This design comes from an exercise in tuning for small area, a short achievable clock period and few clock cycles on the open sky130 flow, not from production work.
Where RTL was checked, it was by simulation tests only, not by an equivalence proof against the original.

== the previous run ==
==> flow/design.v <==
`default_nettype none
package par_pkg;
	localparam int CNT_WIDTH = 12;
	localparam int W = 32;
endpackage
`default_nettype wire
`timescale 1ns/1ps
`default_nettype none
module par_loop_top (
	input wire clk,
	input wire rst_n,
	input wire req,
	input wire signed [31:0] start,
	input wire signed [31:0] stride,
	input wire [11:0] count,
	output logic ack,
	output logic [31:0] result
);
	localparam logic [3:0] S_L   = 4'd0;     
	localparam logic [3:0] S_SL0 = 4'd1;     
	localparam logic [3:0] S_SL1 = 4'd2;     
	localparam logic [3:0] S_SL2 = 4'd3;     
	localparam logic [3:0] S_DD0 = 4'd4;     
	localparam logic [3:0] S_DD1 = 4'd5;     
	localparam logic [3:0] S_DD2 = 4'd6;     
	localparam logic [3:0] S_M2  = 4'd7;     
	localparam logic [3:0] S_M3  = 4'd8;     
	localparam logic [3:0] S_M1  = 4'd9;     
	typedef enum logic [1:0] {IDLE, RUN, DONE} state_t;
	state_t state;
	logic [3:0] step;
	logic [31:0] sx, dx;
	logic [11:0] nx;
	logic [31:0] a, b;
	assign result = a;
	logic [6:0] bneg, bone, btwo;
	logic xa0, xa1, xa2, xd0, xd1, xd2;    
	logic isx, ia, ib, ib2;                
	logic jb2, jb4;                        
	logic dest_b;                          
	logic [31:0] xe, init;
	assign xe = ({32{xa0}} & a) | ({32{xd0}} & dx)
		| ({32{xa1}} & (a << 14)) | ({32{xd1}} & (dx << 14))
		| ({32{xa2}} & (a << 28)) | ({32{xd2}} & (dx << 28));
	assign init = ({32{isx}} & sx) | ({32{ia}} & a) | ({32{ib}} & b) | ({32{ib2}} & (b << 1));
	logic [31:0] init2;
	assign init2 = ({32{jb2}} & (b << 1)) | ({32{jb4}} & (b << 2)) | {19'b0, bneg[6], 12'b0};
	logic [6:0][31:0] pp;
	for (genvar i = 0; i < 7; i++) begin : g_pp
		logic [31:0] mag;
		assign mag = ({32{bone[i]}} & xe) | ({32{btwo[i]}} & (xe << 1));
		if (i == 0) begin : g_first
			assign pp[i] = mag ^ {32{bneg[i]}};
		end else begin : g_rest
			assign pp[i] = ((mag << (2 * i)) ^ ({32{bneg[i]}} << (2 * i))) | (32'(bneg[i - 1]) << (2 * i - 2));
		end
	end
	function automatic logic [63:0] csa(input logic [31:0] x, input logic [31:0] y, input logic [31:0] z);
		csa = {((x & y) | (x & z) | (y & z)) << 1, x ^ y ^ z};
	endfunction
	logic [31:0] r1a, r1b, r1c, r1d, r1e, r1f, r2a, r2b, r2c, r2d, r3a, r3b, sum0, sum1, f;
	assign {r1b, r1a} = csa(pp[0], pp[1], pp[2]);
	assign {r1d, r1c} = csa(pp[3], pp[4], pp[5]);
	assign {r1f, r1e} = csa(pp[6], init, init2);
	assign {r2b, r2a} = csa(r1a, r1b, r1c);
	assign {r2d, r2c} = csa(r1d, r1e, r1f);
	assign {r3b, r3a} = csa(r2a, r2b, r2c);
	assign {sum1, sum0} = csa(r3a, r3b, r2d);
	logic [5:0][31:0] pg_g, pg_p;
	assign pg_g[0] = sum0 & sum1;
	assign pg_p[0] = sum0 ^ sum1;
	for (genvar k = 0; k < 5; k++) begin : g_pfx
		for (genvar j = 0; j < 32; j++) begin : g_bit
			if (j & (1 << k)) begin : g_op
				localparam int J = ((j >> k) << k) - 1;
				assign pg_g[k + 1][j] = pg_g[k][j] | (pg_p[k][j] & pg_g[k][J]);
				assign pg_p[k + 1][j] = pg_p[k][j] & pg_p[k][J];
			end else begin : g_pass
				assign pg_g[k + 1][j] = pg_g[k][j];
				assign pg_p[k + 1][j] = pg_p[k][j];
			end
		end
	end
	assign f = pg_p[0] ^ {pg_g[5][30:0], 1'b0};
	logic [11:0] q3;
	logic [1:0] m3;
	logic [12:0][1:0] rr;
	assign rr[12] = 2'd0;
	for (genvar i = 11; i >= 0; i--) begin : g_div3
		assign q3[i] = rr[i + 1][1] | (rr[i + 1][0] & nx[i]);
		assign rr[i][1] = (rr[i + 1] == 2'd1 && !nx[i]) || (rr[i + 1] == 2'd2 && nx[i]);
		assign rr[i][0] = (rr[i + 1] == 2'd0 && nx[i]) || (rr[i + 1] == 2'd2 && !nx[i]);
	end
	assign m3 = rr[0];
	logic [12:0] fm1, fm2, fm3;
	always_comb begin
		if (nx[0]) begin
			fm1 = {1'b0, nx};
			fm2 = {2'b0, nx[11:1]};
		end else begin
			fm1 = {2'b0, nx[11:1]};
			fm2 = {1'b0, nx - 12'd1};
		end
		fm3 = {nx, 1'b0} - 13'd1;
		if (m3 == 2'd0) begin
			fm1 = nx[0] ? {1'b0, q3} : {2'b0, q3[11:1]};
		end else if (m3 == 2'd1) begin
			fm2 = nx[0] ? {2'b0, q3[11:1]} : {1'b0, q3};
		end else begin
			fm3 = {q3, 1'b1};
		end
	end
	logic s_w1, s_w2, d_w1, d_w2;
	assign s_w1 = !((sx[31:13] == '0) || (sx[31:13] == '1));
	assign s_w2 = !((sx[31:27] == '0) || (sx[31:27] == '1));
	assign d_w1 = !((dx[31:13] == '0) || (dx[31:13] == '1));
	assign d_w2 = !((dx[31:27] == '0) || (dx[31:27] == '1));
	logic [3:0] nstep;
	logic nlast;
	always_comb begin
		nstep = step + 4'd1;
		nlast = 1'b0;
		case (step)
			S_SL0: nstep = s_w1 ? S_SL1 : S_DD0;
			S_SL1: nstep = s_w2 ? S_SL2 : S_DD0;
			S_DD0: nstep = d_w1 ? S_DD1 : S_M2;
			S_DD1: nstep = d_w2 ? S_DD2 : S_M2;
			default: ;
		endcase
		if (step == S_M1) nlast = 1'b1;
	end
	logic [13:0] yw;
	logic ym1;
	always_comb begin
		ym1 = 1'b0;
		case (nstep)
			S_SL0: yw = sx[13:0];
			S_SL1: begin yw = sx[27:14]; ym1 = sx[13]; end
			S_SL2: begin yw = {{10{sx[31]}}, sx[31:28]}; ym1 = sx[27]; end
			S_DD0: yw = dx[13:0];
			S_DD1: begin yw = dx[27:14]; ym1 = dx[13]; end
			S_DD2: begin yw = {{10{dx[31]}}, dx[31:28]}; ym1 = dx[27]; end
			S_M2: yw = {1'b0, fm2};
			S_M3: yw = {1'b0, fm3};
			default: yw = {1'b0, fm1};
		endcase
		if (state != RUN) begin
			yw = {2'b0, count} - 14'd1;
			ym1 = 1'b0;
		end
	end
	logic [6:0] eneg, eone, etwo;
	always_comb begin
		logic [14:0] yy;
		yy = {yw, ym1};
		for (int i = 0; i < 7; i++) begin
			eneg[i] = yy[2 * i + 2];
			eone[i] = yy[2 * i + 1] ^ yy[2 * i];
			etwo[i] = (yy[2 * i + 2] & !yy[2 * i + 1] & !yy[2 * i]) | (!yy[2 * i + 2] & yy[2 * i + 1] & yy[2 * i]);
		end
	end
	logic [3:0] cstep;
	assign cstep = (state == RUN) ? nstep : S_L;
	always_ff @(posedge clk) begin
		sx <= start;
		dx <= stride;
		nx <= count;
		bneg <= eneg;
		bone <= eone;
		btwo <= etwo;
		xa0 <= (cstep == S_SL0) || (cstep == S_M2) || (cstep == S_M3) || (cstep == S_M1);
		xa1 <= (cstep == S_SL1);
		xa2 <= (cstep == S_SL2);
		xd0 <= (cstep == S_L) || (cstep == S_DD0);
		xd1 <= (cstep == S_DD1);
		xd2 <= (cstep == S_DD2);
		isx <= (cstep == S_L);
		ia <= (cstep == S_DD1) || (cstep == S_DD2);
		ib <= (cstep == S_SL1) || (cstep == S_SL2) || ((cstep == S_M3) && nx[0]);
		ib2 <= (cstep == S_M3) && !nx[0];
		jb2 <= (cstep == S_M3) && nx[0] && (m3 == 2'd0);
		jb4 <= (cstep == S_M3) && !nx[0] && (m3 == 2'd0);
		dest_b <= (cstep == S_SL0) || (cstep == S_SL1) || (cstep == S_SL2);
	end
	always_ff @(posedge clk) begin
		if (state == RUN) begin
			if (dest_b) b <= f;
			else a <= f;
		end
	end
	always_ff @(posedge clk or negedge rst_n) begin
		if (!rst_n) begin
			state <= IDLE;
			step <= S_L;
			ack <= 1'b0;
		end else begin
			case (state)
				IDLE: begin
					step <= S_L;
					if (req) state <= RUN;
				end
				RUN: begin
					step <= nstep;
					if (nlast) begin
						state <= DONE;
						ack <= 1'b1;
					end
				end
				DONE: begin
					if (!req) begin
						state <= IDLE;
						ack <= 1'b0;
					end
				end
				default: begin
					state <= IDLE;
					ack <= 1'b0;
				end
			endcase
		end
	end
endmodule
`default_nettype wire
export LEC_CHECK = 0
export CAP_MARGIN = 20
export CORE_MARGIN = 2
export CORE_UTILIZATION = 40
export PLACE_DENSITY = 0.6
export SETUP_SLACK_MARGIN = 5
export SLEW_MARGIN = 20
create_clock -name core_clock -period 10.0 [get_ports {clk}]
run.sh (not shown) runs the stock make flow with config.mk's settings and CLKGATE_MAP_FILE= SYNTH_SCRIPT=/design/flow/synth_recipe.tcl, a recipe that flattens the netlist after the stock synthesis.
What the current run does differently from the previous run at the input level:
--- a/flow/design.v
+++ b/flow/design.v
@@ -64,26 +64,11 @@
 	assign {r1f, r1e} = csa(pp[6], init, init2);
 	assign {r2b, r2a} = csa(r1a, r1b, r1c);
 	assign {r2d, r2c} = csa(r1d, r1e, r1f);
 	assign {r3b, r3a} = csa(r2a, r2b, r2c);
 	assign {sum1, sum0} = csa(r3a, r3b, r2d);
-	logic [5:0][31:0] pg_g, pg_p;
-	assign pg_g[0] = sum0 & sum1;
-	assign pg_p[0] = sum0 ^ sum1;
-	for (genvar k = 0; k < 5; k++) begin : g_pfx
-		for (genvar j = 0; j < 32; j++) begin : g_bit
-			if (j & (1 << k)) begin : g_op
-				localparam int J = ((j >> k) << k) - 1;
-				assign pg_g[k + 1][j] = pg_g[k][j] | (pg_p[k][j] & pg_g[k][J]);
-				assign pg_p[k + 1][j] = pg_p[k][j] & pg_p[k][J];
-			end else begin : g_pass
-				assign pg_g[k + 1][j] = pg_g[k][j];
-				assign pg_p[k + 1][j] = pg_p[k][j];
-			end
-		end
-	end
-	assign f = pg_p[0] ^ {pg_g[5][30:0], 1'b0};
+	assign f = sum0 + sum1;
 	logic [11:0] q3;
 	logic [1:0] m3;
 	logic [12:0][1:0] rr;
 	assign rr[12] = 2'd0;
 	for (genvar i = 11; i >= 0; i--) begin : g_div3
[summary]
The previous run: all stages complete, timing, DRC and antenna checks passed. Both conditions hold for the current run: the flow ran to the end and the final layout passed the timing, DRC and antenna checks. Summary of the current run over the previous run: worst hold-check slack held; core utilization went up 0.36 points. Taking the previous run as the reference, in the current run area fraction of clock buffers and clock inverters was more or less identical; fraction of area in registers now sits lower; transition time at the pin with the least slew margin up 0.15 ns; global routing usage on met1 now smaller. Summary of the current run over the previous run: overall via count from detail_route rose 110; wire length now sits higher; worst slew margin relative to its limit shows a reduction of 10 points; number of max-cap violations level.
Testbench counts of the current run, summed over its fixed seeds: cycles 2,688.
For the previous run, only the layout was checked, not whether the RTL still works.

static timing again, ports no longer ideal:
The flow's constraints put no driver on any port. The routed layouts listed below were extracted and timed again, unchanged, in two steps.
Step 1 sets driving cells, clkbuf_16 on the clock port and buf_2 on the other inputs (assumed; they add their load-dependent delay and slew).
Step 2 times the ports against the registers' clock, not the clock port: input delays grow and output delays shrink by t, the midpoint of the rising clock arrivals with the driver on.
a / b / c = ideal / step 1 / step 2; a / b = the first two.
run	t, ns	setup WS [ns]	hold slack, ns
the previous run	0.548	3.860 / 3.860 / 3.860	0.571 / 0.571 / 0.571
the current run	0.512	3.732 / 3.732 / 3.732	0.571 / 0.571 / 0.571
After both steps every run listed still meets setup and hold.
